Source: an optimization exercise on an open RTL-to-GDS flow (aim: small area and a short achievable clock period). Production flows keep margins and buffers that such runs may drop.
Only simulation tests tie the RTL to the original design; equivalence was not proved.
The clock port is modelled as an ideal driver; clocking choices that lean on that would not hold on a real chip.
Power is estimated from default activity; no workload was simulated.

File: config.mk
export PLATFORM = sky130hd
export DESIGN_NAME = reg_file_sb
export DESIGN_NICKNAME = reg_file_sb
export VERILOG_FILES = /design/flow/design.v
export SDC_FILE = /design/flow/constraint.sdc
export NUM_CORES = 4
export LEC_CHECK = 0
export CAP_MARGIN = 20
export CORE_MARGIN = 2
export CORE_UTILIZATION = 40
export SLEW_MARGIN = 20
File: constraint.sdc
create_clock -name core_clock -period 28.0 [get_ports {clk}]
set_input_delay 5.6000 -clock core_clock [delete_from_list [all_inputs] [get_ports {clk}]]
set_output_delay 5.6000 -clock core_clock [all_outputs]
set_load 0.01 [all_outputs]
File: design.v
module reg_file_sb #(
  parameter int XLEN     = 32,
  parameter int NREGS    = 32,
  parameter int ZERO_REG = 1,
  parameter int ADDR_W   = $clog2(NREGS)
) (
  input  logic              clk,
  input  logic              rst,
  input  logic [ADDR_W-1:0] rs1,
  input  logic [ADDR_W-1:0] rs2,
  input  logic              read_reg_port1,
  input  logic              read_reg_port2,
  output logic [XLEN-1:0]   rs1_data,
  output logic [XLEN-1:0]   rs2_data,
  output logic              rs1_busy,
  output logic              rs2_busy,
  input  logic              issue_valid,
  input  logic [ADDR_W-1:0] issue_rd,
  input  logic              wb_signal,
  input  logic [ADDR_W-1:0] rd,
  input  logic [XLEN-1:0]   wb_data,
  output logic [ADDR_W:0]   busy_count
);
  localparam logic [ADDR_W:0] CNT_ONE = {{ADDR_W{1'b0}}, 1'b1};
  logic [XLEN-1:0]  regs [NREGS];
  logic [NREGS-1:0] busy;
  logic [NREGS-1:0] busy_next;
  logic [ADDR_W:0]  count;
  logic [ADDR_W:0]  count_next;
  logic [ADDR_W:0]  n_set;
  logic [ADDR_W:0]  n_clr;
  logic             set_hit;
  logic             clr_hit;
  logic             rs1_zero;
  logic             rs2_zero;
  logic             rd_zero;
  assign rs1_zero = (ZERO_REG != 0) && (rs1 == {ADDR_W{1'b0}});
  assign rs2_zero = (ZERO_REG != 0) && (rs2 == {ADDR_W{1'b0}});
  assign rd_zero  = (ZERO_REG != 0) && (rd == {ADDR_W{1'b0}});
  always_ff @(posedge clk or posedge rst) begin
    if (rst) begin
      for (int i = 0; i < NREGS; i++) begin
        regs[i] <= {XLEN{1'b0}};
      end
    end else if (wb_signal && !rd_zero) begin
      regs[rd] <= wb_data;
    end
  end
  always_comb begin
    rs1_data = {XLEN{1'b0}};
    rs1_busy = 1'b0;
    if (read_reg_port1 && !rs1_zero) begin
      rs1_data = regs[rs1];
      rs1_busy = busy[rs1];
    end else begin
      rs1_data = {XLEN{1'b0}};
      rs1_busy = 1'b0;
    end
  end
  always_comb begin
    rs2_data = {XLEN{1'b0}};
    rs2_busy = 1'b0;
    if (read_reg_port2 && !rs2_zero) begin
      rs2_data = regs[rs2];
      rs2_busy = busy[rs2];
    end else begin
      rs2_data = {XLEN{1'b0}};
      rs2_busy = 1'b0;
    end
  end
  always_comb begin
    busy_next = busy;
    n_set     = {(ADDR_W + 1){1'b0}};
    n_clr     = {(ADDR_W + 1){1'b0}};
    set_hit   = 1'b0;
    clr_hit   = 1'b0;
    for (int r = 0; r < NREGS; r++) begin
      set_hit = issue_valid && (issue_rd == ADDR_W'(r)) && !((ZERO_REG != 0) && (r == 0));
      clr_hit = wb_signal && (rd == ADDR_W'(r));
      if (set_hit) begin
        busy_next[r] = 1'b1;
        if (!busy[r]) begin
          n_set = n_set + CNT_ONE;
        end else begin
          n_set = n_set;
        end
      end else if (clr_hit) begin
        busy_next[r] = 1'b0;
        if (busy[r]) begin
          n_clr = n_clr + CNT_ONE;
        end else begin
          n_clr = n_clr;
        end
      end else begin
        busy_next[r] = busy[r];
      end
    end
    count_next = count + n_set - n_clr;
  end
  always_ff @(posedge clk or posedge rst) begin
    if (rst) begin
      busy  <= {NREGS{1'b0}};
      count <= {(ADDR_W + 1){1'b0}};
    end else begin
      busy  <= busy_next;
      count <= count_next;
    end
  end
  assign busy_count = count;
endmodule
File: run.sh
#!/bin/bash
# synth_recipe.tcl (not shown) runs the flow's synth.tcl, then flattens the netlist and writes it again
# the make line also repeats each setting of config.mk as NAME=value (left out here)
make -C /OpenROAD-flow-scripts/flow DESIGN_CONFIG=/design/flow/config.mk WORK_HOME=/design/flow/orfs CLKGATE_MAP_FILE= SYNTH_SCRIPT=/design/flow/synth_recipe.tcl finish
==> flow_metrics.py, run 1 <==
metrics = {
    "clock_tree": {
        "clk-insertion-delay-late_ns": 0.73,
        "clockBufferDepth": 3,
        "cts-buffers-inserted": 110,
        "cts_sinks": 1029,
        "ctsHoldBuffers": 0,
        "h-tree-depth": 3,
        "cts_tree": "built",
        "clkTransAtPathRegs_ns": 0.05,
        "cts_root_buf": "clkbuf_16",
    },
    "sta": {
        "slew_violations": 0,
        "fmax_mhz": 37.4,
        "fin_crit_sh": 0.954,
        "hold_viol": 0,
        "setup_tns_ns": 0,
        "worst_pin_slew_ns": 1.20,
        "layout_setup_ws_ns": 1.29,
        "post-route-min-period_ns": 26.71,
        "skew_ns": 0.0616,
        "timing.slew.headroom": 0.199,
        "rsz0062_at_grt": "false",
        "finalSetupViolCount": 0,
    },
    "setup_path": {
        "worst_path_dominant_cell_family": "adder cells",
        "crit_fanout": 6,
        "slowest_stage": "fa_1",
        "cpMostUsedCell": "ha_1",
        "critical_path_class": "in2reg",
        "cp-end-kind": "register",
        "cp.arrival_ns": 27.36,
        "crit_required_ns": 28.66,
        "path_buf_inv": 6,
        "start_kind": "input port",
        "max_stage_delay_ns": 0.57,
    },
    "cells_and_area": {
        "fin_nets": 4576,
        "finalInstanceArea_mm2": 0.0609,
        "area_growth_pct": 13.6,
        "final_util": 0.457,
        "drive_gt1_frac": 0.319,
    },
    "place": {
        "dpl_cell_area_mm2": 0.0570,
        "place_ws_ns": 0.319,
        "gp_congestion": 0.931,
        "io_buffers": 129,
        "hpwl_um": 127000,
    },
    "global_route": {
        "met3_usage": 0.155,
        "use_met1": 0.478,
        "grt_use_total": 0.365,
        "grt_use_met2": 0.503,
        "grt-ovfl-total": 0,
        "busiest_layer": "met2",
        "antenna_found_initial": 10,
        "grt_max_degree": 152,
        "grt_pass1_wl_um": 354000,
        "grt_pass1_vias": 44400,
    },
    "yosys": {
        "yosysSeqAreaShare": 0.481,
        "synth-edff-count": 0,
        "yosysWarnings": 2,
        "synth_flop_cell": "dfrtp_1",
        "synthArstFlopShare": 1.00,
        "ys_seq_elements": 1029,
        "syn_area_per_cell_um2": 11.8,
        "synth_cells": 4530,
        "yosysUniqueCellTypes": 78,
        "syn_area_mm2": 0.0536,
    },
    "power": {
        "power.leakage_uw": 0.0266,
        "p_sw_frac": 0.296,
        "switching_power_uw": 1260,
        "clkPwrFrac": 0.362,
        "power_frac_seq": 0.484,
        "p_per_area_mw_per_mm2": 70.1,
        "irDropWorstVdd_v": 0.0000600,
        "p_comb_frac": 0.154,
        "internal_power_uw": 3010,
        "finalPower_uw": 4270,
    },
    "routing": {
        "ant_nets": 0,
        "routed_wl_um": 257000,
        "wire_per_inst_um": 40.7,
        "drtIter0Drc": 9489,
        "drcViolationCount": 0,
        "post_drt_via_cell_ratio": 7.47,
        "vias": 47200,
        "drt_first_pass_iters": 10,
    },
    "flow_run": {
        "drv_cap": 0,
    },
    "die": {
        "ios": 130,
        "core_area_mm2": 0.133,
        "die_h_um": 370,
        "die-area_mm2": 0.137,
        "die-width_um": 370,
        "start_util": 0.402,
        "rows": 134,
    },
    "run_status": {
        "status": "finished clean",
    },
    "worst_hold_path": {
        "hold_class": "reg2reg",
    },
}
==> synth_stat cells, types with 18 or more instances <==
cell type	instances	area, um^2
dfrtp_1	1029	25700
mux2_2	994	11200
clkbuf_1	367	1380
a22oi_1	332	2490
a221oi_1	320	2800
a22o_1	320	2800
nor2_1	195	732
nand4_1	141	882
nand2_1	120	450
nand3_1	87	435
nor3_1	81	405
a21oi_1	70	350
ha_1	65	813
buf_1	61	229
inv_1	51	191
a21o_1	37	278
o21ai_0	29	145
mux4_2	18	405
==> area by class of cell <==
cell class,instances,area (um^2)
fill,12300,72300
multi-input combinational,3007,26600
sequential,1029,25700
clock buffer,162,3260
timing repair buffer,248,2240
tap,1768,2210
clock inverter,37,529
inverter,52,199
antenna,10,25.0
==> cells by family (layout without fill, tap and decap cells) <==
kind of cell               after synthesis  after routing  synth area share
and+or+nand+nor                        745            745            0.0722
DFF                                   1029           1029             0.481
AOI/OAI and AO/OA                     1165           1165             0.175
xor gates and xnor gates                 5              5          0.000818
buffers and inverters                  496            499            0.0364
other                                    2             14          0.000140
muxes                                 1018           1018             0.218
adders and majority gates               70             70            0.0171
==> worst paths after layout <==
| kind | slack (ns) | end | cells past startpoint | start |
|---|---|---|---|---|
| worst max register to register | 6.65 | count[5] | 101 | busy[1] |
| worst min register to register | 0.52 | count[0] | 1 | count[0] |
| worst max-delay path | 1.29 | count[5] | 104 | issue_rd[1] |
| min in group asynchronous | 5.31 | regs[20][1] | 2 | rst |
| worst min-delay path | 0.52 | count[0] | 1 | count[0] |
| max in group asynchronous | 19.00 | regs[31][21] | 6 | rst |
==> power groups by stage <==
stage | registers (uW) | clock network, uW | logic [uW]
CTS | 2040 | 1550 | 649
global placement | 2060 | 0 | 632
finish | 2070 | 1550 | 658
detailed placement | 2070 | 0 | 647
global route | 2090 | 1610 | 704
floorplan | 1980 | 0 | 462
==> state kept, by name, indices dropped and copies added (netlist names) <==
register	cells
regs	992
count	6
busy	31
==> through the flow <==
| stage | hold slack, ns | cells |
|---|---|---|
| 6_report | 0.520 | 6313 |
| 5_1_grt | 0.541 | 6306 |
| 4_1_cts | 0.530 | 6301 |
| 3_5_place_dp | 0.517 | 6102 |
| 3_3_place_gp | 0.494 | 6102 |
| 2_1_floorplan | 0.489 | 4532 |
==> placed cells by master (no fill, tap or decap), types with 7 or more instances in the layout <==
master / instances
mux4_2: 18
clkinv_2: 14
nand4b_1: 10
a22o_1: 320
ha_1: 65
nand2_4: 16
buf_4: 115
nand3b_1: 12
a21oi_1: 70
o2111ai_1: 11
a21o_1: 37
a221oi_1: 320
nand4_1: 141
o21ai_0: 29
mux2_2: 994
nor2_1: 118
inv_1: 50
nand2_1: 103
clkinvlp_4: 8
clkbuf_1: 21
dfrtp_1: 1029
nand3_1: 87
diode_2: 10
or2_2: 13
nor3_1: 80
nand2b_1: 11
a22oi_1: 332
clkdlybuf4s50_1: 125
or3_1: 13
bufinv_16: 8
clkbuf_16: 110
nor2_4: 77
nor2b_1: 7
clkbuf_8: 31
==> layer usage <==
layer,vias up,wire (um),part of all wire
met5,-,58,0.00023
met1,24000,95500,0.37
li1,17500,-,-
met3,1212,40000,0.16
met4,10,18800,0.073
met2,4481,103000,0.40
==> what timing repair did <==
action | in CTS | in global routing
endpoints found under the setup margin | 0 | 4
buffers inserted | 0 | 0
gates resized for setup | 0 | 8
==> run 2, diff against run 1 <==
==> design.v (replaced) <==
module reg_file_sb #(
  parameter int XLEN     = 32,
  parameter int NREGS    = 32,
  parameter int ZERO_REG = 1,
  parameter int ADDR_W   = $clog2(NREGS)
) (
  input  logic              clk,
  input  logic              rst,
  input  logic [ADDR_W-1:0] rs1,
  input  logic [ADDR_W-1:0] rs2,
  input  logic              read_reg_port1,
  input  logic              read_reg_port2,
  output logic [XLEN-1:0]   rs1_data,
  output logic [XLEN-1:0]   rs2_data,
  output logic              rs1_busy,
  output logic              rs2_busy,
  input  logic              issue_valid,
  input  logic [ADDR_W-1:0] issue_rd,
  input  logic              wb_signal,
  input  logic [ADDR_W-1:0] rd,
  input  logic [XLEN-1:0]   wb_data,
  output logic [ADDR_W:0]   busy_count
);
  localparam int LO = (ZERO_REG != 0) ? 1 : 0;
  logic [XLEN-1:0]  rdat  [NREGS];
  logic [NREGS-1:0] valid;
  logic [NREGS-1:0] busy;
  logic [ADDR_W:0]  count;
  logic [NREGS-1:0] wr_sel;
  logic [NREGS-1:0] iss_sel;
  logic [NREGS-1:0] rd1_sel;
  logic [NREGS-1:0] rd2_sel;
  logic             n_set;
  logic             n_clr;
  always_comb begin
    wr_sel  = '0;
    iss_sel = '0;
    rd1_sel = '0;
    rd2_sel = '0;
    for (int r = LO; r < NREGS; r++) begin
      wr_sel[r]  = wb_signal      && (rd       == ADDR_W'(r));
      iss_sel[r] = issue_valid    && (issue_rd == ADDR_W'(r));
      rd1_sel[r] = read_reg_port1 && (rs1      == ADDR_W'(r));
      rd2_sel[r] = read_reg_port2 && (rs2      == ADDR_W'(r));
    end
  end
  for (genvar r = 0; r < NREGS; r++) begin : g_reg
    if (r < LO) begin : g_zero
      assign rdat[r]  = {XLEN{1'b0}};
      assign valid[r] = 1'b0;
      assign busy[r]  = 1'b0;
    end else begin : g_store
      logic [XLEN-1:0] data;
      logic            vld;
      logic            bsy;
      always_ff @(posedge clk) begin
        if (wr_sel[r]) data <= wb_data;
      end
      always_ff @(posedge clk or posedge rst) begin
        if (rst) begin
          vld   <= 1'b0;
          bsy   <= 1'b0;
        end else begin
          vld   <= vld | wr_sel[r];
          bsy   <= iss_sel[r] | (bsy & ~wr_sel[r]);
        end
      end
      assign rdat[r]  = data;
      assign valid[r] = vld;
      assign busy[r]  = bsy;
    end
  end
  logic [NREGS-1:0] dat1_sel;
  logic [NREGS-1:0] dat2_sel;
  assign dat1_sel = rd1_sel & valid;
  assign dat2_sel = rd2_sel & valid;
  for (genvar b = 0; b < XLEN; b++) begin : g_rbit
    logic [NREGS-1:0] col;
    for (genvar r = 0; r < NREGS; r++) begin : g_col
      assign col[r] = rdat[r][b];
    end
    reg_file_sb_rdbit #(.N(NREGS)) u_rd1 (.sel(dat1_sel), .d(col), .o(rs1_data[b]));
    reg_file_sb_rdbit #(.N(NREGS)) u_rd2 (.sel(dat2_sel), .d(col), .o(rs2_data[b]));
  end
  assign rs1_busy = |(rd1_sel & busy);
  assign rs2_busy = |(rd2_sel & busy);
  always_comb begin
    n_set = |(iss_sel & ~busy);
    n_clr = |(wr_sel & ~iss_sel & busy);
  end
  always_ff @(posedge clk or posedge rst) begin
    if (rst) count <= '0;
    else     count <= count + {{ADDR_W{1'b0}}, n_set} - {{ADDR_W{1'b0}}, n_clr};
  end
  assign busy_count = count;
endmodule
module reg_file_sb_rdbit #(
  parameter int N = 32
) (
  input  logic [N-1:0] sel,
  input  logic [N-1:0] d,
  output logic         o
);
  assign o = |(sel & d);
endmodule
--- a/config.mk
+++ b/config.mk
@@ -11 +11,3 @@
 export SLEW_MARGIN = 20
+export SYNTH_HIERARCHICAL = 1
+export SYNTH_MINIMUM_KEEP_SIZE = 0
==> flow_metrics.py, run 2 <==
metrics = {
    "yosys": {
        "syn_area_mm2": 0.0446,
        "ys_seq_elements": 1060,
        "synth_flop_cell": "edfxtp_1",
        "yosysSeqAreaShare": 0.705,
        "syn_area_per_cell_um2": 15.4,
        "synthArstFlopShare": 0.0642,
        "synth-adder-area-share": 0.00213,
        "synth_most_common_cell": "edfxtp_1",
        "synth_simple_gate_area_frac": 0.0817,
        "synth_xor_area_frac": 0.000981,
        "synth_top_family_by_area": "compound AO/OA/AOI/OAI gates",
        "yosysUniqueCellTypes": 71,
        "synth_mux_area_frac": 0.00216,
        "synth_top_area_cell": "edfxtp_1",
        "synthTopCellsByCount": "992 x edfxtp_1, 973 x a22oi_1, 264 x nand4_1",
        "yosysTopAreaCellShare": 0.667,
        "synth_compound_area_frac": 0.201,
        "synth-edff-count": 992,
        "synth.top_cells.by_area": "edfxtp_1 67%, a22oi_1 16%, dfrtp_1 3.8%",
        "synth_cells": 2896,
        "yosysWarnings": 8,
    },
    "sta": {
        "fin_crit_sh": 0.545,
        "rsz0062_at_grt": "false",
        "worst_pin_slew_ns": 1.23,
        "fmax_mhz": 65.6,
        "post-route-min-period_ns": 15.25,
        "hold_viol": 0,
        "timing.slew.headroom": 0.177,
        "slew_violations": 0,
        "finalSetupViolCount": 0,
        "skew_ns": 0.0124,
        "whs_ns": 0.480,
        "setup_tns_ns": 0,
    },
    "clock_tree": {
        "clkTransAtPathRegs_ns": 0.06,
        "cts_tree": "built",
        "cts_sinks": 1060,
        "clk-insertion-delay-late_ns": 0.70,
        "ctsHoldBuffers": 0,
        "clockBufferDepth": 3,
        "h-tree-depth": 3,
        "cts_root_buf": "clkbuf_16",
        "postCtsSetupBuffers": 0,
        "cts_resized": 0,
        "cts-buffers-inserted": 110,
    },
    "place": {
        "hpwl_um": 93200,
        "gp_congestion": 0.915,
        "dpl_cell_area_mm2": 0.0488,
        "io_buffers": 129,
        "placed_cells": 4667,
    },
    "worst_hold_path": {
        "hold_class": "reg2reg",
        "hold_start": "g_reg[19].g_store.vld",
        "hold_depth": 1,
        "whs_endpoint": "g_reg[19].g_store.vld",
    },
    "global_route": {
        "grt_max_degree": 69,
        "grt_pass1_vias": 32400,
        "grt-ovfl-total": 0,
        "grt_pass1_wl_um": 237000,
        "antenna_found_initial": 6,
        "grt_use_total": 0.294,
    },
    "setup_path": {
        "cp.arrival_ns": 9.65,
        "ff2ff_path_depth": 13,
        "timing.rr.end": "count[5]",
        "critical_path_class": "in2out",
        "r2r_slack_ns": 24.72,
        "worstReg2RegStart": "g_reg[5].g_store.bsy",
        "cp-end-kind": "output port",
        "start_kind": "input port",
        "crit_fanout": 19,
        "crit_required_ns": 22.40,
    },
    "power": {
        "switching_power_uw": 812,
        "internal_power_uw": 2690,
        "p_comb_frac": 0.063,
        "irDropWorstVdd_v": 0.0000569,
        "clkPwrFrac": 0.417,
        "p_sw_frac": 0.232,
        "power.leakage_uw": 0.0164,
        "power_frac_seq": 0.520,
        "finalPower_uw": 3500,
        "p_per_area_mw_per_mm2": 66.9,
    },
    "run_status": {
        "status": "finished clean",
    },
    "cells_and_area": {
        "fill_cells": 9556,
        "largest_reg_flops": 992,
        "fin_nets": 3356,
        "fin_cells": 4875,
        "final_common_cell": "edfxtp_1",
        "multiInputGateArea_mm2": 0.0135,
        "most-common-layout-cells": "992 x edfxtp_1, 973 x a22oi_1, 264 x nand4_1",
        "top_regs": "g.g_store.data x992, g.g_store.bsy x31, g.g_store.vld x31",
        "finalInstanceArea_mm2": 0.0524,
        "area_growth_pct": 17.3,
        "regMostFlops": "g.g_store.data",
        "seqCellArea_mm2": 0.0315,
        "drive_gt1_frac": 0.125,
    },
    "die": {
        "core_area_mm2": 0.111,
        "die_h_um": 338,
        "start_util": 0.403,
        "ios": 130,
        "rows": 122,
        "die-area_mm2": 0.114,
        "die-width_um": 338,
    },
    "routing": {
        "routed_wl_um": 171000,
        "wire_per_inst_um": 35.0,
        "drt_first_pass_iters": 6,
        "drcViolationCount": 0,
        "drtIter0Drc": 5496,
        "ant_nets": 0,
        "post_drt_via_cell_ratio": 6.97,
        "vias": 34000,
    },
    "flow_run": {
        "drv_cap": 0,
    },
}
==> run 2: cell count changes after synthesis, sizes merged, moves of 122 or more <==
| cell | change |
|---|---|
| a22oi | +704 |
| a22o | -317 |
| a221oi | -315 |
| mux2 | -991 |
| nor2 | -173 |
| clkbuf | -334 |
| nand4 | +122 |
| dfrtp | -961 |
| edfxtp | +992 |
==> run 2: worst max-delay path: stages <==
cell and delay, ns:
clkdlybuf4s50_1 0.73, nor4b_2 0.77, and3_2 0.85, buf_4 0.48
a22oi_1 0.15, nand4_1 0.13, or4_1 0.29, clkdlybuf4s50_1 0.60
==> run 2: kinds of logic after synthesis <==
kind of cell / Yosys count
other: 1
buffers and inverters: 75
DFF: 1060
adders and majority gates: 7
muxes: 8
xor gates and xnor gates: 5
and+or+nand+nor: 575
AOI/OAI and AO/OA: 1165
==> run 2: worst max-delay path by stage <==
stage	slack (ns)	to	from	cells after the start
after CTS	12.99	rs1_data[27]	rs1[1]	8
after floorplan	14.61	rs1_data[0]	rs1[0]	6
final	12.75	rs1_data[27]	rs1[1]	8
after global placement	12.99	rs1_data[27]	rs1[1]	8
after global routing	12.75	rs1_data[27]	rs1[1]	8
after detailed placement	13.00	rs1_data[27]	rs1[1]	8
==> run 2: final cells by class <==
type	instances	area share
sequential	1060	0.601
timing repair buffer	204	0.0352
tap	1488	0.0356
multi-input combinational	1888	0.258
antenna	2	0.0000956
inverter	27	0.00194
clock buffer	128	0.0539
clock inverter	78	0.0142
==> run 2: routing by layer <==
metal,global-route usage,vias up,part of all wire
li1,-,13600,-
met2,0.437,2758,0.43
met5,0,-,0
met4,0.144,0,0.057
met3,0.0753,551,0.14
met1,0.402,17100,0.37
==> run 2: power by group through the flow <==
stage / registers, uW / clock network [uW] / logic, uW
3_5_place_dp: 1850 / 0 / 216
3_3_place_gp: 1850 / 0 / 213
5_1_grt: 1830 / 1530 / 236
4_1_cts: 1820 / 1470 / 217
2_1_floorplan: 1840 / 0 / 111
6_report: 1820 / 1460 / 219
==> run 2: stage by stage <==
step / utilization / worst slack [ns]
after floorplan: - / 14.61
final: 0.473 / 12.75
after CTS: 0.473 / 12.99
after global placement: 0.441 / 12.99
after detailed placement: 0.441 / 13.00
after global routing: 0.473 / 12.75
==> run 3, diff against run 2 <==
--- a/design.v
+++ b/design.v
@@ -81,4 +81,6 @@
     end
-    reg_file_sb_rdbit #(.N(NREGS)) u_rd1 (.sel(dat1_sel), .d(col), .o(rs1_data[b]));
-    reg_file_sb_rdbit #(.N(NREGS)) u_rd2 (.sel(dat2_sel), .d(col), .o(rs2_data[b]));
+    reg_file_sb_rdbit #(.N(NREGS - LO)) u_rd1 (
+      .sel(dat1_sel[NREGS-1:LO]), .d(col[NREGS-1:LO]), .o(rs1_data[b]));
+    reg_file_sb_rdbit #(.N(NREGS - LO)) u_rd2 (
+      .sel(dat2_sel[NREGS-1:LO]), .d(col[NREGS-1:LO]), .o(rs2_data[b]));
   end
@@ -103,3 +105,24 @@
 );
-  assign o = |(sel & d);
+  localparam int NG = (N + 2) / 3;
+  logic [3*NG-1:0] s;
+  logic [3*NG-1:0] x;
+  logic [NG-1:0]   y;
+  assign s = {{(3*NG-N){1'b0}}, sel};
+  assign x = {{(3*NG-N){1'b0}}, d};
+  for (genvar g = 0; g < NG; g++) begin : g_grp
+    if (3*g + 2 < N) begin : g_3
+      reg_file_sb_aoi222 u_aoi (
+        .a0(s[3*g]), .b0(x[3*g]), .a1(s[3*g+1]), .b1(x[3*g+1]),
+        .a2(s[3*g+2]), .b2(x[3*g+2]), .y(y[g]));
+    end else begin : g_rest
+      assign y[g] = ~|(s[3*g +: 3] & x[3*g +: 3]);
+    end
+  end
+  assign o = ~&y;
 endmodule
+module reg_file_sb_aoi222 (
+  input  logic a0, b0, a1, b1, a2, b2,
+  output logic y
+);
+  assign y = ~((a0 & b0) | (a1 & b1) | (a2 & b2));
+endmodule
--- a/config.mk
+++ b/config.mk
@@ -9,3 +9,4 @@
 export CORE_MARGIN = 2
-export CORE_UTILIZATION = 40
+export CORE_UTILIZATION = 65
+export CTS_BUF_LIST = sky130_fd_sc_hd__clkbuf_4
 export SLEW_MARGIN = 20
==> flow_metrics.py, run 3 <==
metrics = {
    "setup_path": {
        "cp.arrival_ns": 9.71,
        "max_stage_delay_ns": 1.16,
        "slowest_stage": "and3_2",
        "crit_required_ns": 22.40,
        "worstReg2RegStart": "g_reg[24].g_store.bsy",
        "cp-end-kind": "output port",
        "critical_path_class": "in2out",
        "start_kind": "input port",
        "ff2ff_path_depth": 13,
        "path_cells": "clkdlybuf4s50_1 -> nor2b_1 -> and3_2 -> a222oi_1 -> nand4_1 -> a2111o_1 -> clkdlybuf4s50_1",
        "crit_fanout": 32,
        "r2r_slack_ns": 24.94,
        "timing.rr.end": "count[4]",
        "cpMostUsedCell": "clkdlybuf4s50_1",
    },
    "cells_and_area": {
        "top_regs": "g.g_store.data x992, g.g_store.bsy x31, g.g_store.vld x31",
        "final_common_cell": "edfxtp_1",
        "largest_reg_flops": 992,
        "area_growth_pct": 14.1,
        "fin_nets": 2926,
        "finalInstanceArea_mm2": 0.0487,
        "regMostFlops": "g.g_store.data",
        "drive_gt1_frac": 0.191,
        "fill_cells": 3957,
        "most-common-layout-cells": "992 x edfxtp_1, 642 x a222oi_1, 386 x clkbuf_4",
    },
    "global_route": {
        "grt_pass1_wl_um": 229000,
        "grt_use_total": 0.486,
        "grt-ovfl-total": 0,
        "antenna_found_initial": 10,
        "grt_pass1_vias": 34100,
        "grt_max_degree": 69,
    },
    "sta": {
        "fmax_mhz": 65.3,
        "fin_crit_sh": 0.547,
        "setup_tns_ns": 0,
        "finalSetupViolCount": 0,
        "timing.slew.headroom": 0.119,
        "post-route-min-period_ns": 15.31,
        "rsz0062_at_grt": "false",
        "slew_violations": 0,
        "skew_ns": 0.0582,
        "hold_viol": 0,
        "worst_pin_slew_ns": 1.32,
    },
    "clock_tree": {
        "cts_resized": 0,
        "cts-buffers-inserted": 279,
        "cts_root_buf": "clkbuf_4",
        "clockBufferDepth": 4,
        "cts_sinks": 1060,
        "clk-insertion-delay-late_ns": 1.11,
        "ctsHoldBuffers": 0,
        "postCtsSetupBuffers": 0,
        "cts_tree": "built",
        "h-tree-depth": 5,
        "clkTransAtPathRegs_ns": 0.06,
    },
    "yosys": {
        "yosysWarnings": 8,
        "synth_cells": 2447,
        "ys_seq_elements": 1060,
        "synth_most_common_cell": "edfxtp_1",
        "yosysSeqAreaShare": 0.737,
        "yosysTopAreaCellShare": 0.697,
        "synth-edff-count": 992,
        "synth_flop_cell": "edfxtp_1",
        "synthArstFlopShare": 0.0642,
        "synth.top_cells.by_area": "edfxtp_1 70%, a222oi_1 15%, dfrtp_1 4.0%",
        "yosysUniqueCellTypes": 69,
        "syn_area_mm2": 0.0427,
        "synthTopCellsByCount": "992 x edfxtp_1, 642 x a222oi_1, 136 x nand4_1",
        "syn_area_per_cell_um2": 17.5,
        "synth_top_area_cell": "edfxtp_1",
    },
    "place": {
        "gp_congestion": 0.932,
        "dpl_cell_area_mm2": 0.0454,
        "io_buffers": 129,
        "hpwl_um": 86600,
    },
    "power": {
        "power.leakage_uw": 0.0164,
        "irDropWorstVdd_v": 0.0000600,
        "p_per_area_mw_per_mm2": 68.4,
    },
    "routing": {
        "post_drt_via_cell_ratio": 8.81,
        "wire_per_inst_um": 42.1,
        "drcViolationCount": 0,
        "drt_first_pass_iters": 14,
        "routed_wl_um": 164000,
        "drtIter0Drc": 11100,
        "vias": 34400,
        "ant_nets": 0,
    },
    "die": {
        "ios": 130,
        "start_util": 0.660,
        "die_h_um": 260,
        "rows": 93,
        "core_area_mm2": 0.0647,
        "die-area_mm2": 0.0678,
        "die-width_um": 260,
    },
    "run_status": {
        "status": "finished clean",
    },
    "worst_hold_path": {
        "hold_class": "reg2reg",
        "hold_start": "g_reg[3].g_store.vld",
        "whs_endpoint": "g_reg[3].g_store.vld",
        "hold_depth": 1,
    },
    "flow_run": {
        "drv_cap": 0,
    },
}
## run 3: report_power, final
group / internal [uW] / switching (uW) / total, uW
Sequential: 1780 / 54.1 / 1830
Clock: 661 / 618 / 1280
Combinational: 89.0 / 135 / 224
## run 3: logic make-up after synthesis
kind of cell / synth area share
muxes: 0.00226
DFF: 0.737
buffers and inverters: 0.00735
xor gates and xnor gates: 0.00102
AOI/OAI and AO/OA: 0.189
and+or+nand+nor: 0.0610
adders and majority gates: 0.00223
## run 3: area by class of cell
type                       count  area, um^2  area share
sequential                  1060       31500       0.646
multi-input combinational   1312       11100       0.228
clock buffer                 386        2900      0.0594
timing repair buffer         181        1680      0.0345
tap                          855        1070      0.0219
clock inverter                74         367     0.00752
inverter                      27         111     0.00228
antenna                       11        27.5    0.000565
## run 3: worst max-delay path, delay by kind of cell
kind                   cells  cell delay [ns]
AO/OA/AOI/OAI              2             0.43
buffers and inverters      2             1.45
AND/OR/NAND/NOR            3             2.17
## run 3: worst max-delay path by stage
stage	cells past startpoint	endpoint	from	slack, ns
3_5_place_dp	8	rs1_data[5]	rs1[4]	13.01
5_1_grt	8	rs1_data[17]	read_reg_port1	12.77
4_1_cts	8	rs1_data[17]	read_reg_port1	13.03
2_1_floorplan	6	rs2_data[0]	rs2[1]	14.88
3_3_place_gp	7	rs1_data[17]	rs1[2]	13.12
6_report	7	rs2_data[4]	rs2[3]	12.69
## run 3: metrics by stage
stage	instances	total power (uW)	hold slack, ns	setup slack, ns	util
after detailed placement	3433	2070	0.458	13.01	0.702
after CTS	3893	3320	0.473	13.03	0.753
after global placement	3432	2070	0.456	13.12	0.702
after global routing	3903	3430	0.485	12.77	0.753
after floorplan	2447	1940	0.440	14.88	-
final	3906	3330	0.475	12.69	0.753
## run 3: modules after synthesis, one instance, submodules excluded, excerpt
module              flip-flops and latches  cells inside  cell area (um^2)  times used
reg_file_sb                           1060          1551             34600           1
reg_file_sb_aoi222                       0             1              10.0         640
## run 3: per-layer routing
metal | wire length [um] | global-route usage | up-vias
met5 | 46 | 0.00499 | -
met4 | 13600 | 0.316 | 4
met3 | 34400 | 0.229 | 1021
met2 | 68600 | 0.683 | 4395
li1 | - | - | 12900
met1 | 47600 | 0.605 | 16100
==> run 4, diff against run 3 <==
--- a/config.mk
+++ b/config.mk
@@ -9,4 +9,4 @@
 export CORE_MARGIN = 2
-export CORE_UTILIZATION = 65
-export CTS_BUF_LIST = sky130_fd_sc_hd__clkbuf_4
+export CORE_UTILIZATION = 40
+export CTS_BUF_LIST = sky130_fd_sc_hd__clkbuf_8
 export SLEW_MARGIN = 20
==> flow_metrics.py, run 4 <==
metrics = {
    "run_status": {
        "status": "finished clean",
    },
    "clock_tree": {
        "cts_root_buf": "clkbuf_8",
        "clkTransAtPathRegs_ns": 0.05,
        "cts-buffers-inserted": 170,
        "clockBufferDepth": 3,
        "ctsHoldBuffers": 0,
        "cts_tree": "built",
        "postCtsSetupBuffers": 0,
        "cts_resized": 0,
        "h-tree-depth": 4,
        "cts_sinks": 1060,
        "clk-insertion-delay-late_ns": 0.85,
    },
    "global_route": {
        "grt_max_degree": 69,
        "grt-ovfl-total": 0,
        "antenna_found_initial": 18,
        "grt_pass1_wl_um": 235000,
        "grt_use_total": 0.307,
        "grt_pass1_vias": 32400,
    },
    "routing": {
        "wire_per_inst_um": 40.2,
        "drcViolationCount": 0,
        "vias": 33100,
        "routed_wl_um": 172000,
        "drt_first_pass_iters": 14,
        "post_drt_via_cell_ratio": 7.73,
        "ant_nets": 0,
        "drtIter0Drc": 8940,
    },
    "die": {
        "start_util": 0.405,
        "die_h_um": 331,
        "core_area_mm2": 0.106,
        "rows": 119,
        "ios": 130,
        "die-width_um": 331,
        "die-area_mm2": 0.109,
    },
    "place": {
        "gp_congestion": 0.958,
        "io_buffers": 129,
        "hpwl_um": 91800,
        "dpl_cell_area_mm2": 0.0461,
    },
    "sta": {
        "finalSetupViolCount": 0,
        "whs_ns": 0.481,
        "slew_violations": 0,
        "timing.slew.headroom": 0.137,
        "hold_viol": 0,
        "post-route-min-period_ns": 15.27,
        "rsz0062_at_grt": "false",
        "worst_pin_slew_ns": 1.29,
        "fin_crit_sh": 0.545,
        "fmax_mhz": 65.5,
        "setup_tns_ns": 0,
        "skew_ns": 0.0318,
    },
    "yosys": {
        "synth_cells": 2447,
        "yosysSeqAreaShare": 0.737,
        "yosysUniqueCellTypes": 69,
        "syn_area_per_cell_um2": 17.5,
        "synth.top_cells.by_area": "edfxtp_1 70%, a222oi_1 15%, dfrtp_1 4.0%",
        "yosysWarnings": 8,
        "syn_area_mm2": 0.0427,
        "ys_seq_elements": 1060,
        "synth_top_area_cell": "edfxtp_1",
        "synth-edff-count": 992,
        "synth_flop_cell": "edfxtp_1",
        "synthArstFlopShare": 0.0642,
        "synthTopCellsByCount": "992 x edfxtp_1, 642 x a222oi_1, 136 x nand4_1",
        "yosysTopAreaCellShare": 0.697,
        "synth_most_common_cell": "edfxtp_1",
    },
    "cells_and_area": {
        "fin_nets": 2816,
        "regMostFlops": "g.g_store.data",
        "fill_cells": 9061,
        "finalInstanceArea_mm2": 0.0491,
        "drive_gt1_frac": 0.138,
        "final_common_cell": "edfxtp_1",
        "top_regs": "g.g_store.data x992, g.g_store.bsy x31, g.g_store.vld x31",
        "area_growth_pct": 15.0,
        "largest_reg_flops": 992,
        "final_util": 0.465,
        "most-common-layout-cells": "992 x edfxtp_1, 642 x a222oi_1, 177 x clkbuf_8",
    },
    "setup_path": {
        "critical_path.startpoint": "rs1[4]",
        "worstReg2RegStart": "g_reg[15].g_store.bsy",
        "slowest_stage": "and3_2",
        "crit_required_ns": 22.40,
        "path_cells": "clkdlybuf4s50_1 -> nand2_1 -> nor3_1 -> and3_2 -> a222oi_1 -> nand4_1 -> a2111o_1 -> clkdlybuf4s50_1",
        "cp.arrival_ns": 9.67,
        "crit_fanout": 32,
        "worst_path_dominant_cell_family": "simple AND/OR/NAND/NOR gates",
        "max_stage_delay_ns": 1.21,
        "cp-end-kind": "output port",
        "start_kind": "input port",
        "path_buf_inv": 2,
        "cpMostUsedCell": "clkdlybuf4s50_1",
        "critical_path_class": "in2out",
    },
    "power": {
        "irDropWorstVdd_v": 0.0000613,
        "p_per_area_mw_per_mm2": 66.6,
        "finalPower_uw": 3270,
        "power.leakage_uw": 0.0161,
    },
    "worst_hold_path": {
        "hold_start": "g_reg[1].g_store.vld",
        "hold_class": "reg2reg",
    },
    "flow_run": {
        "drv_cap": 0,
    },
}
==> run 4: final timing paths <==
path	endpoint	slack, ns	cells past startpoint
min in group asynchronous	g_reg[11].g_store.bsy	5.37	3
max	rs1_data[20]	12.73	8
max reg2reg	count[4]	24.90	12
min	g_reg[1].g_store.vld	0.48	1
max in group asynchronous	g_reg[23].g_store.vld	21.99	3
min reg2reg	g_reg[1].g_store.vld	0.48	1
==> run 4: logic make-up (layout without fill, tap and decap cells) <==
family	Yosys count	in the layout	synth area share
compound gates	845	845	0.189
xor+xnor	5	5	0.00102
fa+ha+maj	7	7	0.00223
buf+inv	75	511	0.00735
flops	1060	1060	0.737
mux	8	8	0.00226
other cells	0	12	0
simple gates	447	447	0.0610
==> run 4: cell type report <==
type / count / area [um^2] / share of cell area
Antenna cell: 12 / 30.0 / 0.000611
Clock buffer: 177 / 2440 / 0.0496
Clock inverter: 127 / 622 / 0.0127
Inverter: 27 / 108 / 0.00219
Multi-Input combinational cell: 1312 / 11100 / 0.226
Sequential cell: 1060 / 31500 / 0.641
Tap cell: 1391 / 1740 / 0.0354
Timing Repair Buffer: 180 / 1600 / 0.0326
==> run 4: worst reg2reg max path, delay by kind of cell (launching register included) <==
| family | cells | cell delay (ns) |
|---|---|---|
| xor gates and xnor gates | 1 | 0.15 |
| adders and majority gates | 3 | 0.93 |
| buffers and inverters | 1 | 0.04 |
| and+or+nand+nor | 4 | 0.58 |
| AOI/OAI and AO/OA | 3 | 0.81 |
| DFF | 1 | 0.48 |
==> run 4: per-module statistics from Yosys, one instance, submodules excluded, a selection <==
module / cells / flops+latches / copies in the design
reg_file_sb: 1551 / 1060 / 1
reg_file_sb_aoi222: 1 / 0 / 640
==> run 4: per-stage QoR <==
stage          instances  worst slack (ns)
6_report            4286             12.73
5_1_grt             4278             12.77
4_1_cts             4274             13.08
3_5_place_dp        3970             13.07
3_3_place_gp        3970             13.15
2_1_floorplan       2447             14.88
==> run 4: layer usage <==
layer | GRT usage | wire, um | vias up
li1 | - | - | 12500
met1 | 0.378 | 57900 | 16500
met2 | 0.455 | 75200 | 3438
met3 | 0.133 | 29400 | 693
met4 | 0.166 | 9930 | 6
met5 | 0 | 35 | -
==> run 4: report_power, final <==
part           switching [uW]  internal [uW]  leakage, uW
combinational             135           88.4      0.00464
sequential               47.5           1780      0.00974
clock                     618            604      0.00177
total                     800           2470       0.0161
==> run 5, diff against run 4 <==
==> flow/run.sh (new file) <==
#!/bin/bash
# Standard ORFS layout, with buf_4 port buffers and the timing repair asked
# to leave 15 ns of setup slack, so it works on the port-to-port read paths.
set -euo pipefail
export BUFFER_PORTS_ARGS="-buffer_cell sky130_fd_sc_hd__buf_4"
export SETUP_SLACK_MARGIN=15
bash standard.sh finish > standard.log 2>&1
==> standard.sh (new file) <==
#!/bin/bash
# synth_recipe.tcl (not shown) runs the flow's synth.tcl, then flattens the netlist and writes it again
# the make line also repeats each setting of config.mk as NAME=value (left out here)
make -C /OpenROAD-flow-scripts/flow DESIGN_CONFIG=/design/flow/config.mk WORK_HOME=/design/flow/orfs CLKGATE_MAP_FILE= SYNTH_SCRIPT=/design/flow/synth_recipe.tcl "${@:-finish}"
--- a/config.mk
+++ b/config.mk
@@ -9,4 +9,6 @@
 export CORE_MARGIN = 2
-export CORE_UTILIZATION = 40
-export CTS_BUF_LIST = sky130_fd_sc_hd__clkbuf_8
+export CORE_UTILIZATION = 50
+export CTS_BUF_LIST = sky130_fd_sc_hd__clkbuf_16
+export CTS_CLUSTER_DIAMETER = 100
+export CTS_CLUSTER_SIZE = 40
 export SLEW_MARGIN = 20
removed: run.sh
==> flow_metrics.py, run 5 <==
metrics = {
    "clock_tree": {
        "cts_sinks": 1060,
        "clockBufferDepth": 3,
        "h-tree-depth": 2,
        "cts-buffers-inserted": 36,
        "ctsHoldBuffers": 0,
        "cts_root_buf": "clkbuf_16",
    },
    "place": {
        "hpwl_um": 97000,
        "gp_congestion": 0.938,
        "dpl_cell_area_mm2": 0.0456,
        "placed_cells": 3741,
        "io_buffers": 129,
    },
    "yosys": {
        "yosysSeqAreaShare": 0.737,
        "synth.top_cells.by_area": "edfxtp_1 70%, a222oi_1 15%, dfrtp_1 4.0%",
        "ys_seq_elements": 1060,
        "synth-edff-count": 992,
        "yosysWarnings": 8,
        "syn_area_per_cell_um2": 17.5,
        "synthArstFlopShare": 0.0642,
        "synthTopCellsByCount": "992 x edfxtp_1, 642 x a222oi_1, 136 x nand4_1",
        "synth_cells": 2447,
        "syn_area_mm2": 0.0427,
        "yosysUniqueCellTypes": 69,
        "synth_flop_cell": "edfxtp_1",
        "yosysTopAreaCellShare": 0.697,
        "synth_top_area_cell": "edfxtp_1",
        "synth_most_common_cell": "edfxtp_1",
    },
    "die": {
        "die_h_um": 296,
        "rows": 107,
        "die-width_um": 296,
        "start_util": 0.503,
        "ios": 130,
    },
    "global_route": {
        "grt-ovfl-total": 2,
        "grt_max_degree": 69,
        "grt_use_total": 0.467,
    },
    "run_status": {
        "status": "did not finish",
        "tool.error": "[ERROR GRT-0232] Routing congestion too high. Check the congestion heatmap in the GUI.",
        "stop_stage": "global routing (5_1_grt)",
    },
}
run 5: power groups by stage:
stage | clock [uW] | combinational (uW) | sequential, uW
4_1_cts | 766 | 242 | 1830
3_5_place_dp | 0 | 215 | 1860
3_3_place_gp | 0 | 209 | 1850
2_1_floorplan | 0 | 106 | 1830
run 5: cell families after synthesis:
| kind of cell | synth area share |
|---|---|
| buf+inv | 0.00735 |
| mux | 0.00226 |
| xor+xnor | 0.00102 |
| simple gates | 0.0610 |
| flops | 0.737 |
| compound gates | 0.189 |
| fa+ha+maj | 0.00223 |
run 5: modules after synthesis (local to each module, per instance), a selection:
module,flip-flops and latches,area [um^2],cells inside
reg_file_sb_aoi222,0,10.0,1
reg_file_sb,1060,34600,1551
run 5: how the worst min path moves through the flow:
stage                                from  cells past startpoint                     to  slack (ns)
detailed placement   g_reg[5].g_store.vld                      1   g_reg[5].g_store.vld        0.46
CTS                  g_reg[4].g_store.vld                      1   g_reg[4].g_store.vld        0.50
global placement    g_reg[27].g_store.vld                      1  g_reg[27].g_store.vld        0.46
floorplan           g_reg[10].g_store.vld                      1  g_reg[10].g_store.vld        0.44
run 5: metal layers:
layer / GRT overflow / global-route usage
met3: 0 / 0.250
met4: 0 / 0.317
met5: 0 / 0.0516
met2: 2 / 0.622
met1: 0 / 0.577
run 5: what timing repair did:
action                     in CTS
pin swaps                     178
gates cloned                   62
resized for setup             286
setup buffers                 108
setup endpoints to repair      64
run 5: metrics by stage:
stage               worst slack, ns  hold slack, ns   util
CTS                           14.63           0.501  0.587
detailed placement            13.92           0.459  0.537
global placement              13.97           0.458  0.537
floorplan                     15.00           0.439      -
==> run 6, diff against run 5 <==
==> flow/run.sh (replaced) <==
#!/bin/bash
# Standard ORFS layout (the standard.sh) with three changes:
#  - port buffers are buf_4 instead of the library's default pick;
#  - the clock tree uses clkbuf_16 in clusters of up to 24 sinks, without
#    dummy loads;
#  - after clock tree synthesis, flow/post_cts.tcl sizes up gates on the
#    slowest paths.
# The make output goes to standard.log; ORFS keeps each step's log under
# orfs/logs/.
set -euo pipefail
here=$(pwd)
export BUFFER_PORTS_ARGS="-buffer_cell sky130_fd_sc_hd__buf_4"
export CTS_ARGS="-sink_clustering_enable -repair_clock_nets -buf_list sky130_fd_sc_hd__clkbuf_16 -sink_clustering_size 24 -sink_clustering_max_diameter 60 -dont_use_dummy_load"
export POST_CTS_TCL="$here/flow/post_cts.tcl"
bash standard.sh finish > standard.log 2>&1
==> flow/post_cts.tcl (new file) <==
# After clock tree synthesis and its standard timing repair: size up gates
# on the slowest paths (no buffering), then legalise the placement again.
estimate_parasitics -placement
repair_timing -setup -setup_margin 15 -sequence "sizeup,swap" -skip_last_gasp -verbose
detailed_placement
estimate_parasitics -placement
--- a/config.mk
+++ b/config.mk
@@ -9,6 +9,3 @@
 export CORE_MARGIN = 2
-export CORE_UTILIZATION = 50
-export CTS_BUF_LIST = sky130_fd_sc_hd__clkbuf_16
-export CTS_CLUSTER_DIAMETER = 100
-export CTS_CLUSTER_SIZE = 40
+export CORE_UTILIZATION = 40
 export SLEW_MARGIN = 20
==> flow_metrics.py, run 6 <==
metrics = {
    "run_status": {
        "status": "finished clean",
    },
    "yosys": {
        "synth_top_area_cell": "edfxtp_1",
        "synth_flop_cell": "edfxtp_1",
        "yosysSeqAreaShare": 0.737,
        "synth_most_common_cell": "edfxtp_1",
        "synth-edff-count": 992,
        "syn_area_per_cell_um2": 17.5,
        "ys_seq_elements": 1060,
        "syn_area_mm2": 0.0427,
        "synth_cells": 2447,
        "yosysTopAreaCellShare": 0.697,
        "synthTopCellsByCount": "992 x edfxtp_1, 642 x a222oi_1, 136 x nand4_1",
        "yosysWarnings": 8,
        "yosysUniqueCellTypes": 69,
        "synthArstFlopShare": 0.0642,
        "synth.top_cells.by_area": "edfxtp_1 70%, a222oi_1 15%, dfrtp_1 4.0%",
    },
    "routing": {
        "vias": 32300,
        "post_drt_via_cell_ratio": 7.94,
        "drt_first_pass_iters": 13,
        "ant_nets": 0,
        "drtIter0Drc": 8718,
        "routed_wl_um": 173000,
        "drcViolationCount": 0,
        "wire_per_inst_um": 42.4,
    },
    "die": {
        "die-width_um": 331,
        "die_h_um": 331,
        "core_area_mm2": 0.106,
        "rows": 119,
        "ios": 130,
        "die-area_mm2": 0.109,
        "start_util": 0.405,
    },
    "global_route": {
        "grt_pass1_wl_um": 234000,
        "grt_use_total": 0.307,
        "grt-ovfl-total": 0,
        "antenna_found_initial": 8,
        "grt_pass1_vias": 31200,
        "grt_max_degree": 69,
    },
    "place": {
        "hpwl_um": 98800,
        "placed_cells": 3985,
        "gp_congestion": 0.949,
        "io_buffers": 129,
    },
    "power": {
        "irDropWorstVdd_v": 0.0000504,
        "power.leakage_uw": 0.0157,
        "p_per_area_mw_per_mm2": 62.6,
    },
    "worst_hold_path": {
        "hold_start": "g_reg[26].g_store.vld",
        "hold_class": "reg2reg",
        "whs_endpoint": "g_reg[26].g_store.vld",
        "hold_depth": 1,
    },
    "sta": {
        "timing.slew.headroom": 0.258,
        "rsz0062_at_grt": "false",
        "fmax_mhz": 73.9,
        "setup_tns_ns": 0,
        "fin_crit_sh": 0.483,
        "slew_violations": 0,
        "finalSetupViolCount": 0,
        "hold_viol": 0,
        "post-route-min-period_ns": 13.53,
        "skew_ns": 0.0353,
        "whs_ns": 0.497,
        "worst_pin_slew_ns": 1.11,
    },
    "clock_tree": {
        "cts_sinks": 1060,
        "clkTransAtPathRegs_ns": 0.06,
        "clk-insertion-delay-late_ns": 0.65,
        "cts_tree": "built",
    },
    "setup_path": {
        "cp.arrival_ns": 7.93,
        "r2r_slack_ns": 25.00,
        "critical_path_class": "in2out",
        "start_kind": "input port",
        "timing.rr.end": "count[4]",
        "crit_required_ns": 22.40,
        "crit_fanout": 32,
        "worstReg2RegStart": "g_reg[23].g_store.bsy",
        "ff2ff_path_depth": 12,
        "cp-end-kind": "output port",
    },
    "cells_and_area": {
        "most-common-layout-cells": "992 x edfxtp_1, 642 x a222oi_1, 136 x nand4_1",
        "largest_reg_flops": 992,
        "regMostFlops": "g.g_store.data",
        "fin_nets": 2738,
        "fin_cells": 4068,
        "area_growth_pct": 13.8,
        "top_regs": "g.g_store.data x992, g.g_store.bsy x31, g.g_store.vld x31",
        "drive_gt1_frac": 0.156,
        "fill_cells": 8942,
        "final_common_cell": "edfxtp_1",
    },
    "flow_run": {
        "drv_cap": 0,
    },
}
==> run 6: cell counts after synthesis <==
Identical to the previous run, type by type.
==> run 6: where the power goes <==
part	total (uW)	switching, uW	leakage [uW]	internal [uW]
Combinational	223	136	0.00498	87.2
Sequential	1830	52.1	0.00974	1770
Clock	992	513	0.000937	480
Total	3040	701	0.0157	2340
==> run 6: per-module statistics from Yosys (local to each module, per instance), excerpt <==
module	cells inside	cell area, um^2	flip-flops and latches
reg_file_sb	1551	34600	1060
reg_file_sb_aoi222	1	10.0	0
==> run 6: cells by family (layout without fill, tap and decap cells) <==
logic type / Yosys count / after routing / synth area share
fa+ha+maj: 7 / 7 / 0.00223
other cells: 0 / 6 / 0
simple gates: 447 / 447 / 0.0610
xor+xnor: 5 / 5 / 0.00102
flops: 1060 / 1060 / 0.737
buf+inv: 75 / 299 / 0.00735
mux: 8 / 8 / 0.00226
compound gates: 845 / 845 / 0.189
==> run 6: worst max-delay path, stage by stage <==
cell      delay, ns
buf_4          0.16
and2_4         0.22
and3_4         0.42
a222oi_1       0.49
nand4_1        0.31
a2111o_1       0.52
buf_4          0.19
==> run 6: final cells by class <==
cell class / instances / area [um^2] / area share
Sequential cell: 1060 / 31500 / 0.647
Multi-Input combinational cell: 1312 / 11400 / 0.235
Timing Repair Buffer: 196 / 1950 / 0.0400
Clock buffer: 76 / 1900 / 0.0391
Tap cell: 1391 / 1740 / 0.0358
Inverter: 27 / 106 / 0.00219
Antenna cell: 6 / 15.0 / 0.000309
==> run 6: how the worst max path moves through the flow <==
stage                 from      endpoint  slack [ns]  cells past startpoint
detailed placement  rs1[4]  rs1_data[28]       14.02                      8
floorplan           rs2[1]   rs2_data[0]       14.88                      6
finish              rs2[2]  rs2_data[20]       14.47                      7
global route        rs2[4]  rs2_data[28]       14.44                      7
global placement    rs1[4]  rs1_data[21]       14.08                      8
==> run 6: layer usage <==
metal | GRT usage | share of wire | up-vias
met1 | 0.397 | 0.34 | 16200
li1 | - | - | 12200
met4 | 0.167 | 0.061 | 2
met3 | 0.101 | 0.16 | 589
met5 | 0 | 0.000070 | -
met2 | 0.456 | 0.44 | 3303
==> run 6: through the flow <==
stage                      util  total power (uW)  instance area, um^2  setup slack [ns]
final                     0.461              3040                48600             14.47
after global routing      0.461              3120                48600             14.44
after detailed placement  0.435              2070                45900             14.02
after global placement    0.435              2060                45900             14.08
after floorplan               -              1940                42700             14.88
==> run 7, diff against run 6 <==
==> flow/run.sh (replaced) <==
#!/bin/bash
# Standard ORFS layout (the standard.sh) with three changes:
#  - port buffers are buf_2 instead of the library's default pick (the
#    timing repair after clock tree synthesis sizes up the ones on slow
#    paths);
#  - the clock tree uses clkbuf_4 in clusters of up to 10 sinks within
#    40 um, without dummy loads;
#  - after clock tree synthesis, flow/post_cts.tcl sizes up gates on the
#    slowest paths.
# The make output goes to standard.log; ORFS keeps each step's log under
# orfs/logs/.
set -euo pipefail
here=$(pwd)
export BUFFER_PORTS_ARGS="-buffer_cell sky130_fd_sc_hd__buf_2"
export CTS_ARGS="-sink_clustering_enable -repair_clock_nets -buf_list sky130_fd_sc_hd__clkbuf_4 -sink_clustering_size 10 -sink_clustering_max_diameter 40 -dont_use_dummy_load"
export POST_CTS_TCL="$here/flow/post_cts.tcl"
bash standard.sh finish > standard.log 2>&1
==> flow_metrics.py, run 7 <==
metrics = {
    "place": {
        "hpwl_um": 94100,
        "dpl_cell_area_mm2": 0.0454,
        "io_buffers": 129,
        "placed_cells": 3967,
        "place_ws_ns": 13.96,
        "gp_congestion": 0.921,
    },
    "die": {
        "start_util": 0.405,
        "rows": 119,
        "ios": 130,
        "die-area_mm2": 0.109,
        "die-width_um": 331,
        "core_area_mm2": 0.106,
        "die_h_um": 331,
    },
    "yosys": {
        "synth_top_area_cell": "edfxtp_1",
        "synth_cells": 2447,
        "yosysSeqAreaShare": 0.737,
        "synth_flop_cell": "edfxtp_1",
        "synthArstFlopShare": 0.0642,
        "syn_area_per_cell_um2": 17.5,
        "synth-edff-count": 992,
        "yosysTopAreaCellShare": 0.697,
        "ys_seq_elements": 1060,
        "yosysWarnings": 8,
        "synthTopCellsByCount": "992 x edfxtp_1, 642 x a222oi_1, 136 x nand4_1",
        "syn_area_mm2": 0.0427,
        "synth_most_common_cell": "edfxtp_1",
        "yosysUniqueCellTypes": 69,
        "synth.top_cells.by_area": "edfxtp_1 70%, a222oi_1 15%, dfrtp_1 4.0%",
    },
    "power": {
        "power.leakage_uw": 0.0152,
        "irDropWorstVdd_v": 0.0000491,
        "p_comb_frac": 0.075,
        "internal_power_uw": 2090,
        "finalPower_uw": 2780,
        "switching_power_uw": 684,
        "p_sw_frac": 0.247,
        "p_per_area_mw_per_mm2": 58.7,
        "power_frac_seq": 0.659,
        "clkPwrFrac": 0.267,
    },
    "sta": {
        "post-route-min-period_ns": 13.59,
        "finalSetupViolCount": 0,
        "rsz0062_at_grt": "false",
        "setup_tns_ns": 0,
        "fmax_mhz": 73.6,
        "worst_pin_slew_ns": 1.22,
        "hold_viol": 0,
        "timing.slew.headroom": 0.187,
        "layout_setup_ws_ns": 14.41,
        "slew_violations": 0,
        "fin_crit_sh": 0.485,
        "skew_ns": 0.0411,
    },
    "cells_and_area": {
        "most-common-layout-cells": "992 x edfxtp_1, 642 x a222oi_1, 148 x clkbuf_4",
        "multiInputGateArea_mm2": 0.0114,
        "area_growth_pct": 10.7,
        "finalInstanceArea_mm2": 0.0473,
        "final_common_cell": "edfxtp_1",
        "regMostFlops": "g.g_store.data",
        "drive_gt1_frac": 0.172,
        "largest_reg_flops": 992,
        "top_regs": "g.g_store.data x992, g.g_store.bsy x31, g.g_store.vld x31",
        "fin_nets": 2791,
        "fin_cells": 4128,
        "fill_cells": 9142,
        "seqCellArea_mm2": 0.0315,
    },
    "routing": {
        "drt_first_pass_iters": 14,
        "routed_wl_um": 168000,
        "vias": 32400,
        "drcViolationCount": 0,
        "ant_nets": 0,
        "wire_per_inst_um": 40.6,
        "post_drt_via_cell_ratio": 7.86,
        "drtIter0Drc": 8860,
    },
    "run_status": {
        "status": "finished clean",
    },
    "setup_path": {
        "critical_path_class": "in2out",
        "cp-end-kind": "output port",
        "path_cells": "buf_12 -> and4b_4 -> and3_4 -> a222oi_1 -> nand4_1 -> a2111o_1 -> buf_2",
        "cp.arrival_ns": 7.99,
        "start_kind": "input port",
        "slowest_stage": "a2111o_1",
        "worstReg2RegStart": "g_reg[23].g_store.bsy",
        "crit_required_ns": 22.40,
        "max_stage_delay_ns": 0.56,
        "ff2ff_path_depth": 12,
        "r2r_slack_ns": 24.91,
        "timing.rr.end": "count[4]",
        "crit_fanout": 32,
    },
    "clock_tree": {
        "cts_sinks": 1060,
        "clk-insertion-delay-late_ns": 1.04,
        "clkTransAtPathRegs_ns": 0.05,
        "cts_tree": "built",
    },
    "flow_run": {
        "drv_cap": 0,
    },
    "worst_hold_path": {
        "hold_depth": 1,
        "hold_start": "g_reg[3].g_store.vld",
        "hold_class": "reg2reg",
        "whs_endpoint": "g_reg[3].g_store.vld",
    },
    "global_route": {
        "grt_max_degree": 69,
        "grt-ovfl-total": 0,
        "grt_pass1_vias": 31700,
        "grt_use_total": 0.299,
        "antenna_found_initial": 12,
        "grt_pass1_wl_um": 230000,
    },
}
run 7: changes by cell type in the layout (fill, tap and decap cells not counted), sizes merged:
| cell | before | now |
|---|---|---|
| clkbuf | 76 | 148 |
| inv | 27 | 25 |
| diode | 6 | 13 |
| buf | 196 | 177 |
| clkinv | 0 | 2 |
run 7: logic make-up after synthesis:
group           Yosys count  synth area share
buf+inv                  75           0.00735
fa+ha+maj                 7           0.00223
mux                       8           0.00226
flops                  1060             0.737
xor+xnor                  5           0.00102
simple gates            447            0.0610
compound gates          845             0.189
run 7: how the worst max path moves through the flow:
stage,startpoint,end,slack [ns],cells past startpoint
after detailed placement,rs1[4],rs1_data[28],13.96,8
after global placement,rs1[4],rs1_data[28],13.99,8
after floorplan,rs2[1],rs2_data[0],14.88,6
final,rs1[1],rs1_data[28],14.41,7
after global routing,rs1[1],rs1_data[28],14.46,7
run 7: through the flow:
step                hold slack [ns]  utilization
finish                        0.507        0.448
global route                  0.517        0.448
detailed placement            0.462        0.430
global placement              0.459        0.430
floorplan                     0.440            -
run 7: power groups by stage:
stage	sequential, uW	clock [uW]	combinational (uW)
floorplan	1830	0	106
global placement	1860	0	190
detailed placement	1860	0	197
global route	1830	812	222
finish	1830	741	207
run 7: layout make-up:
type                    instances  area share
inverters                      27     0.00220
multi-input cells            1312       0.242
well taps                    1391      0.0368
diodes                         13    0.000688
clock buffers                 148      0.0235
flip-flops and latches       1060       0.666
repair buffers                177      0.0292
run 7: per-module statistics from Yosys, one instance, submodules excluded, excerpt:
module	cells	cell area [um^2]	flops+latches	times used
reg_file_sb	1551	34600	1060	1
reg_file_sb_aoi222	1	10.0	0	640
run 7: critical path: cells and delay by family:
kind                   cells  cell delay, ns
buffers and inverters      2            0.27
and+or+nand+nor            3            1.07
AOI/OAI and AO/OA          2            1.01
run 7: per-layer routing:
layer  global-route usage  wire length (um)
met1                0.390             59000
met2                0.433             72300
met3                0.110             27100
met4                0.164              9240
met5                    0                52
==> run 8, diff against run 7 <==
--- a/flow/run.sh
+++ b/flow/run.sh
@@ -7,4 +7,4 @@
 #    40 um, without dummy loads;
-#  - after clock tree synthesis, flow/post_cts.tcl sizes up gates on the
-#    slowest paths.
+#  - after clock tree synthesis, flow/post_cts.tcl recovers area on gates
+#    with slack to spare and sizes up gates on the slowest paths.
 # The make output goes to standard.log; ORFS keeps each step's log under
==> flow/post_cts.tcl (replaced) <==
# After clock tree synthesis and its standard timing repair:
#  1. downsize gates that have slack to spare (area recovery);
#  2. size up gates on the slowest paths (no buffering), aiming at 15 ns of
#     setup slack so the port-to-port read paths get the upsizing;
#  3. legalise the placement again.
estimate_parasitics -placement
repair_timing -recover_power 100 -verbose
estimate_parasitics -placement
repair_timing -setup -setup_margin 15 -sequence "sizeup,swap" -skip_last_gasp -verbose
detailed_placement
estimate_parasitics -placement
==> flow_metrics.py, run 8 <==
metrics = {
    "run_status": {
        "status": "finished clean",
    },
    "clock_tree": {
        "clk-insertion-delay-late_ns": 1.04,
        "clkTransAtPathRegs_ns": 0.05,
        "cts_tree": "built",
        "cts_sinks": 1060,
    },
    "setup_path": {
        "critical_path_class": "in2out",
        "crit_required_ns": 22.40,
        "cp.arrival_ns": 8.02,
        "timing.rr.end": "count[4]",
        "crit_end": "rs1_data[28]",
        "r2r_slack_ns": 24.77,
        "crit_fanout": 32,
        "ff2ff_path_depth": 12,
        "cp-end-kind": "output port",
        "critical_path.startpoint": "rs1[4]",
        "start_kind": "input port",
        "worstReg2RegStart": "g_reg[23].g_store.bsy",
    },
    "cells_and_area": {
        "top_regs": "g.g_store.data x992, g.g_store.bsy x31, g.g_store.vld x31",
        "drive_gt1_frac": 0.160,
        "fin_nets": 2815,
        "largest_reg_flops": 992,
        "fill_cells": 9107,
        "area_growth_pct": 11.8,
        "regMostFlops": "g.g_store.data",
        "final_common_cell": "edfxtp_1",
        "most-common-layout-cells": "992 x edfxtp_1, 642 x a222oi_1, 167 x clkbuf_4",
    },
    "yosys": {
        "yosysTopAreaCellShare": 0.697,
        "synth-adder-area-share": 0.00223,
        "synth_top_area_cell": "edfxtp_1",
        "synth_most_common_cell": "edfxtp_1",
        "synthArstFlopShare": 0.0642,
        "ys_seq_elements": 1060,
        "synth.top_cells.by_area": "edfxtp_1 70%, a222oi_1 15%, dfrtp_1 4.0%",
        "yosysWarnings": 8,
        "yosysSeqAreaShare": 0.737,
        "syn_area_per_cell_um2": 17.5,
        "syn_area_mm2": 0.0427,
        "synth_cells": 2447,
        "synth_compound_area_frac": 0.189,
        "synth-edff-count": 992,
        "synth_xor_area_frac": 0.00103,
        "synthTopCellsByCount": "992 x edfxtp_1, 642 x a222oi_1, 136 x nand4_1",
        "synth_simple_gate_area_frac": 0.0610,
        "yosysUniqueCellTypes": 69,
        "synth_mux_area_frac": 0.00226,
        "synth_flop_cell": "edfxtp_1",
        "synth_top_family_by_area": "compound AO/OA/AOI/OAI gates",
    },
    "place": {
        "io_buffers": 129,
        "hpwl_um": 94100,
        "gp_congestion": 0.921,
    },
    "sta": {
        "worst_pin_slew_ns": 1.26,
        "finalSetupViolCount": 0,
        "timing.slew.headroom": 0.159,
        "slew_violations": 0,
        "setup_tns_ns": 0,
        "rsz0062_at_grt": "false",
        "fin_crit_sh": 0.486,
        "fmax_mhz": 73.4,
        "hold_viol": 0,
        "post-route-min-period_ns": 13.62,
        "skew_ns": 0.0516,
    },
    "worst_hold_path": {
        "hold_depth": 1,
        "hold_class": "reg2reg",
    },
    "routing": {
        "routed_wl_um": 168000,
        "wire_per_inst_um": 40.4,
        "vias": 32400,
        "post_drt_via_cell_ratio": 7.82,
        "drtIter0Drc": 9157,
        "drcViolationCount": 0,
        "ant_nets": 0,
        "drt_first_pass_iters": 14,
    },
    "global_route": {
        "grt_pass1_wl_um": 230000,
        "grt_pass1_vias": 31800,
        "antenna_found_initial": 12,
        "grt-ovfl-total": 0,
        "grt_max_degree": 69,
        "grt_use_total": 0.300,
    },
    "die": {
        "die-area_mm2": 0.109,
        "die-width_um": 331,
        "ios": 130,
        "die_h_um": 331,
        "core_area_mm2": 0.106,
        "rows": 119,
        "start_util": 0.405,
    },
    "power": {
        "power.leakage_uw": 0.0152,
        "finalPower_uw": 2770,
        "p_per_area_mw_per_mm2": 58.1,
        "irDropWorstVdd_v": 0.0000469,
    },
    "flow_run": {
        "drv_cap": 0,
    },
}
run 8: cell counts after synthesis:
Identical to the previous run, type by type.
run 8: critical path, cell delays in order:
cell and delay (ns):
buf_12 0.12, and4b_4 0.26, and3_4 0.37, a222oi_1 0.46
nand4_1 0.47, a2111o_1 0.57, buf_2 0.16
run 8: how the worst min path moves through the flow:
stage	startpoint	endpoint	slack, ns
finish	g_reg[3].g_store.vld	g_reg[3].g_store.vld	0.51
global route	g_reg[3].g_store.vld	g_reg[3].g_store.vld	0.53
detailed placement	g_reg[5].g_store.vld	g_reg[5].g_store.vld	0.46
global placement	g_reg[12].g_store.vld	g_reg[12].g_store.vld	0.46
floorplan	g_reg[10].g_store.vld	g_reg[10].g_store.vld	0.44
run 8: metal layers:
metal / vias up / wire [um] / GRT usage
met2: 3172 / 73300 / 0.435
li1: 12400 / - / -
met3: 562 / 26800 / 0.112
met1: 16300 / 59300 / 0.391
met5: - / 92 / 0
met4: 8 / 8330 / 0.158
run 8: cells by family after synthesis:
| group | count (synthesis) |
|---|---|
| flops | 1060 |
| compound gates | 845 |
| simple gates | 447 |
| buf+inv | 75 |
| mux | 8 |
| fa+ha+maj | 7 |
| xor+xnor | 5 |
run 8: layout make-up:
type	count	area (um^2)	share of cell area
diodes	13	32.5	0.000681
well taps	1391	1740	0.0364
flip-flops and latches	1060	31500	0.659
multi-input cells	1312	11400	0.239
repair buffers	201	1850	0.0388
inverters	27	104	0.00217
clock buffers	148	1110	0.0233
run 8: Yosys stat by module (local to each module, per instance), a selection:
| module | cells | area, um^2 |
|---|---|---|
| reg_file_sb | 1551 | 34600 |
| reg_file_sb_aoi222 | 1 | 10.0 |
run 8: per-stage QoR:
step | cell area, um^2 | hold slack [ns] | cells | setup slack [ns] | util
finish | 47800 | 0.512 | 4152 | 14.38 | 0.452
detailed placement | 45400 | 0.462 | 3967 | 13.96 | 0.430
global placement | 45400 | 0.459 | 3967 | 13.99 | 0.430
global route | 47800 | 0.530 | 4150 | 14.46 | 0.452
floorplan | 42700 | 0.440 | 2447 | 14.88 | -
run 8: power by group:
group	switching [uW]	internal, uW
Combinational	133	73.2
Clock	497	243
Sequential	54.0	1770

==> re-timing with driven ports <==
The flow's constraints put no driver on any port. The routed layouts listed below were extracted and timed again, unchanged, in two steps.
Step 1, drivers: a clkbuf_16 drives clk and a buf_2 each remaining input, both assumed.
Step 2 times the ports against the registers' clock, not the clock port: input delays grow and output delays shrink by t, the midpoint of the rising clock arrivals with the driver on.
a / b / c = ideal / step 1 / step 2; a / b = the first two.
run | t (ns) | slack for setup (ns) | hold WS [ns] | worst setup path at the end
run 1 | 0.804 | 1.293 / 1.340 / 0.536 | 0.520 / 0.520 / 0.520 | input to register
run 2 | 0.780 | 12.751 / 12.696 / 12.696 | 0.480 / 0.480 / 0.480 | input to output
run 3 | 1.161 | 12.689 / 12.660 / 12.660 | 0.475 / 0.475 / 0.475 | input to output
run 4 | 0.907 | 12.728 / 12.675 / 12.675 | 0.481 / 0.481 / 0.481 | input to output
run 6 | 0.696 | 14.467 / 14.399 / 14.399 | 0.497 / 0.497 / 0.497 | input to output
run 7 | 1.075 | 14.412 / 14.348 / 14.348 | 0.507 / 0.507 / 0.507 | input to output
run 8 | 1.072 | 14.381 / 14.319 / 14.319 | 0.512 / 0.512 / 0.512 | input to output
After both steps every run listed still meets setup and hold. For run 1, which loses most, drivers alone change the setup slack by +0.047 ns; drivers and shift together by -0.757 ns.
